What follows belongs to an exercise in optimizing a design on an open flow for small area, a short achievable clock period and few clock cycles per item; a production flow would make more cautious choices. At most, simulation tests tie the RTL to the original design; equivalence was not proved.

the previous run:
==> flow/design.v <==
package tdes_pkg;
	localparam int HALF_W  = 64;
	localparam int BLOCK_W = 2 * HALF_W;
	localparam int LANE_W  = 16;
	typedef logic [HALF_W-1:0]  half_t;
	typedef logic [BLOCK_W-1:0] block_t;
	typedef logic [HALF_W-1:0]  key_t;
	typedef logic [LANE_W-1:0]  lane_t;
	localparam int ROUNDS_PER_STAGE = 16;
	localparam int NUM_STAGES       = 3;
	localparam int TOTAL_ROUNDS = NUM_STAGES * ROUNDS_PER_STAGE;
endpackage
package tdes_ctrl_pkg;
	typedef logic hold_t;
endpackage
`timescale 1ns/1ps
module tdes_sequencer (
	input  logic clk,
	input  logic rst,
	input  logic start,
	output logic load,
	output logic ready,
	output logic done
);
	always_ff @(posedge clk) begin
		if (rst) begin
			done <= 1'b0;
		end else if (start) begin
			done <= 1'b1;
		end
	end
	assign ready = 1'b1;
	assign load  = start;
endmodule
`timescale 1ns/1ps
module tdes_key_schedule (
	input  tdes_pkg::key_t ek,
	output tdes_pkg::key_t k_last
);
	assign k_last = ek;
endmodule
`timescale 1ns/1ps
module tdes_feistel_round (
	input  tdes_pkg::block_t ct,
	input  tdes_pkg::key_t   ek1,
	input  tdes_pkg::key_t   ek2,
	input  tdes_pkg::key_t   ek3,
	output tdes_pkg::block_t pt
);
	tdes_pkg::half_t l;
	tdes_pkg::half_t r;
	assign l  = ct[tdes_pkg::BLOCK_W-1 -: tdes_pkg::HALF_W];
	assign r  = ct[tdes_pkg::HALF_W-1:0];
	assign pt = {l ^ r ^ ek1 ^ ek2 ^ ek3, l};
endmodule
`timescale 1ns/1ps
module tdes_result_capture (
	input  logic             clk,
	input  logic             load,
	input  tdes_pkg::block_t pt_in,
	input  tdes_pkg::key_t   k1_in,
	input  tdes_pkg::key_t   k2_in,
	input  tdes_pkg::key_t   k3_in,
	output tdes_pkg::block_t pt,
	output tdes_pkg::key_t   k1,
	output tdes_pkg::key_t   k2,
	output tdes_pkg::key_t   k3
);
	always_ff @(posedge clk) begin
		if (load) begin
			pt <= pt_in;
			k1 <= k1_in;
			k2 <= k2_in;
			k3 <= k3_in;
		end
	end
endmodule
`timescale 1ns/1ps
module tdes_dec (
	input  logic             clk,
	input  logic             rst,
	input  logic             start,
	input  tdes_pkg::key_t   ek1,
	input  tdes_pkg::key_t   ek2,
	input  tdes_pkg::key_t   ek3,
	input  tdes_pkg::block_t ct,
	output logic             ready,
	output logic             done,
	output tdes_pkg::block_t pt,
	output tdes_pkg::key_t   k1,
	output tdes_pkg::key_t   k2,
	output tdes_pkg::key_t   k3
);
	logic             load;
	tdes_sequencer seq0 (
		.clk   (clk),
		.rst   (rst),
		.start (start),
		.load  (load),
		.ready (ready),
		.done  (done)
	);
	tdes_pkg::block_t ct_q;
	tdes_pkg::key_t   ek1_q;
	tdes_pkg::key_t   ek2_q;
	tdes_pkg::key_t   ek3_q;
	tdes_result_capture cap0 (
		.clk   (clk),
		.load  (load),
		.pt_in (ct),
		.k1_in (ek1),
		.k2_in (ek2),
		.k3_in (ek3),
		.pt    (ct_q),
		.k1    (ek1_q),
		.k2    (ek2_q),
		.k3    (ek3_q)
	);
	tdes_feistel_round round0 (
		.ct  (ct_q),
		.ek1 (ek1_q),
		.ek2 (ek2_q),
		.ek3 (ek3_q),
		.pt  (pt)
	);
	tdes_key_schedule ks1 (.ek(ek1_q), .k_last(k1));
	tdes_key_schedule ks2 (.ek(ek2_q), .k_last(k2));
	tdes_key_schedule ks3 (.ek(ek3_q), .k_last(k3));
endmodule
Settings: LEC_CHECK=0, CAP_MARGIN=20, CORE_MARGIN=2, CORE_UTILIZATION=40, SLEW_MARGIN=20; clock period 5.0 ns.
run.sh (not shown) runs the stock make flow with config.mk's settings and CLKGATE_MAP_FILE= SYNTH_SCRIPT=/design/flow/synth_recipe.tcl, a recipe that flattens the netlist after the stock synthesis.
Input changes introduced in the current run (baseline for comparison: the previous run):
-- flow/design.v --
<<< the previous run, line 93
);
	logic             load;
	tdes_sequencer seq0 (
		.clk   (clk),
>>> the current run, line 93
);
	logic             load;
	tdes_pkg::block_t pt_c;
	tdes_pkg::key_t   k1_c;
	tdes_pkg::key_t   k2_c;
	tdes_pkg::key_t   k3_c;
	tdes_sequencer seq0 (
		.clk   (clk),
<<< the previous run, line 101
		.done  (done)
	);
	tdes_pkg::block_t ct_q;
	tdes_pkg::key_t   ek1_q;
	tdes_pkg::key_t   ek2_q;
	tdes_pkg::key_t   ek3_q;
	tdes_result_capture cap0 (
		.clk   (clk),
		.load  (load),
		.pt_in (ct),
		.k1_in (ek1),
		.k2_in (ek2),
		.k3_in (ek3),
		.pt    (ct_q),
		.k1    (ek1_q),
		.k2    (ek2_q),
		.k3    (ek3_q)
	);
	tdes_feistel_round round0 (
		.ct  (ct_q),
		.ek1 (ek1_q),
		.ek2 (ek2_q),
		.ek3 (ek3_q),
		.pt  (pt)
	);
	tdes_key_schedule ks1 (.ek(ek1_q), .k_last(k1));
	tdes_key_schedule ks2 (.ek(ek2_q), .k_last(k2));
	tdes_key_schedule ks3 (.ek(ek3_q), .k_last(k3));
endmodule
>>> the current run, line 105
		.done  (done)
	);
	tdes_feistel_round round0 (
		.ct  (ct),
		.ek1 (ek1),
		.ek2 (ek2),
		.ek3 (ek3),
		.pt  (pt_c)
	);
	tdes_key_schedule ks1 (.ek(ek1), .k_last(k1_c));
	tdes_key_schedule ks2 (.ek(ek2), .k_last(k2_c));
	tdes_key_schedule ks3 (.ek(ek3), .k_last(k3_c));
	tdes_result_capture cap0 (
		.clk   (clk),
		.load  (load),
		.pt_in (pt_c),
		.k1_in (k1_c),
		.k2_in (k2_c),
		.k3_in (k3_c),
		.pt    (pt),
		.k1    (k1),
		.k2    (k2),
		.k3    (k3)
	);
endmodule
Flow for the current run halted at I/O pin placement (3_2_place_iop), error code PPL-0024.
On standard-cell row count: between the previous run and the current run, it ends up lower for the current run.
Height of the chip (the current run vs. the previous run) decreases slightly
On simple-gate portion of the synthesized area, the previous run and the current run are basically level.
Row synthesized area per cell: the current run higher / the previous run lower
Cmp the current run vs the previous run: area of the mapped netlist lower in the current run
Looking at the previous run and the current run, the count of unique library cells instantiated by Yosys is a wash.
Going from the previous run to the current run, width of the chip shrinks by 3.4 um.
Post-synthesis instance total (the previous run / the current run): 1.12
As far as count of state elements after synthesis goes, the current run and the previous run are indistinguishable; the numbers are identical.
Diff the previous run and the current run: sequential cell area fraction in the yosys report higher in the current run
Compare the previous run and the current run | starting utilization of the core area lower: the previous run
Testbench counts of the current run, summed over its fixed seeds: cycles 192, items 192.
Function not checked in the previous run: the RTL went through the layout flow alone.

## afterwards: timing with drivers on the ports
Ports are ideal in the flow. The routed layout listed here was re-timed in OpenROAD.
Step 1 (the two cells are an assumption about what drives the block):
set clk [get_ports {clk}]
set_driving_cell -lib_cell sky130_fd_sc_hd__clkbuf_16 $clk
set_driving_cell -lib_cell sky130_fd_sc_hd__buf_2 [delete_from_list [all_inputs] $clk]
Step 2 moves the port delays by t, midway between the first and last clock arrival at a register: inputs arrive t later, outputs are due t later. That takes back most of the time a late clock gives input paths.
a / b / c = ideal ports / drivers / drivers and shift; a / b = the first two.
run: the previous run
t (ns): 0.560
slack for setup (ns): 1.896 / 1.847 / 2.352
worst setup path at the end: input to register
latest minus earliest clock arrival (ns): 0.019 / 0.019
cell pins on the clock port's net: 1
After both steps the previous run still meets setup and hold. The setup slack of the previous run moves by -0.049 ns with the drivers and by +0.456 ns with both steps.
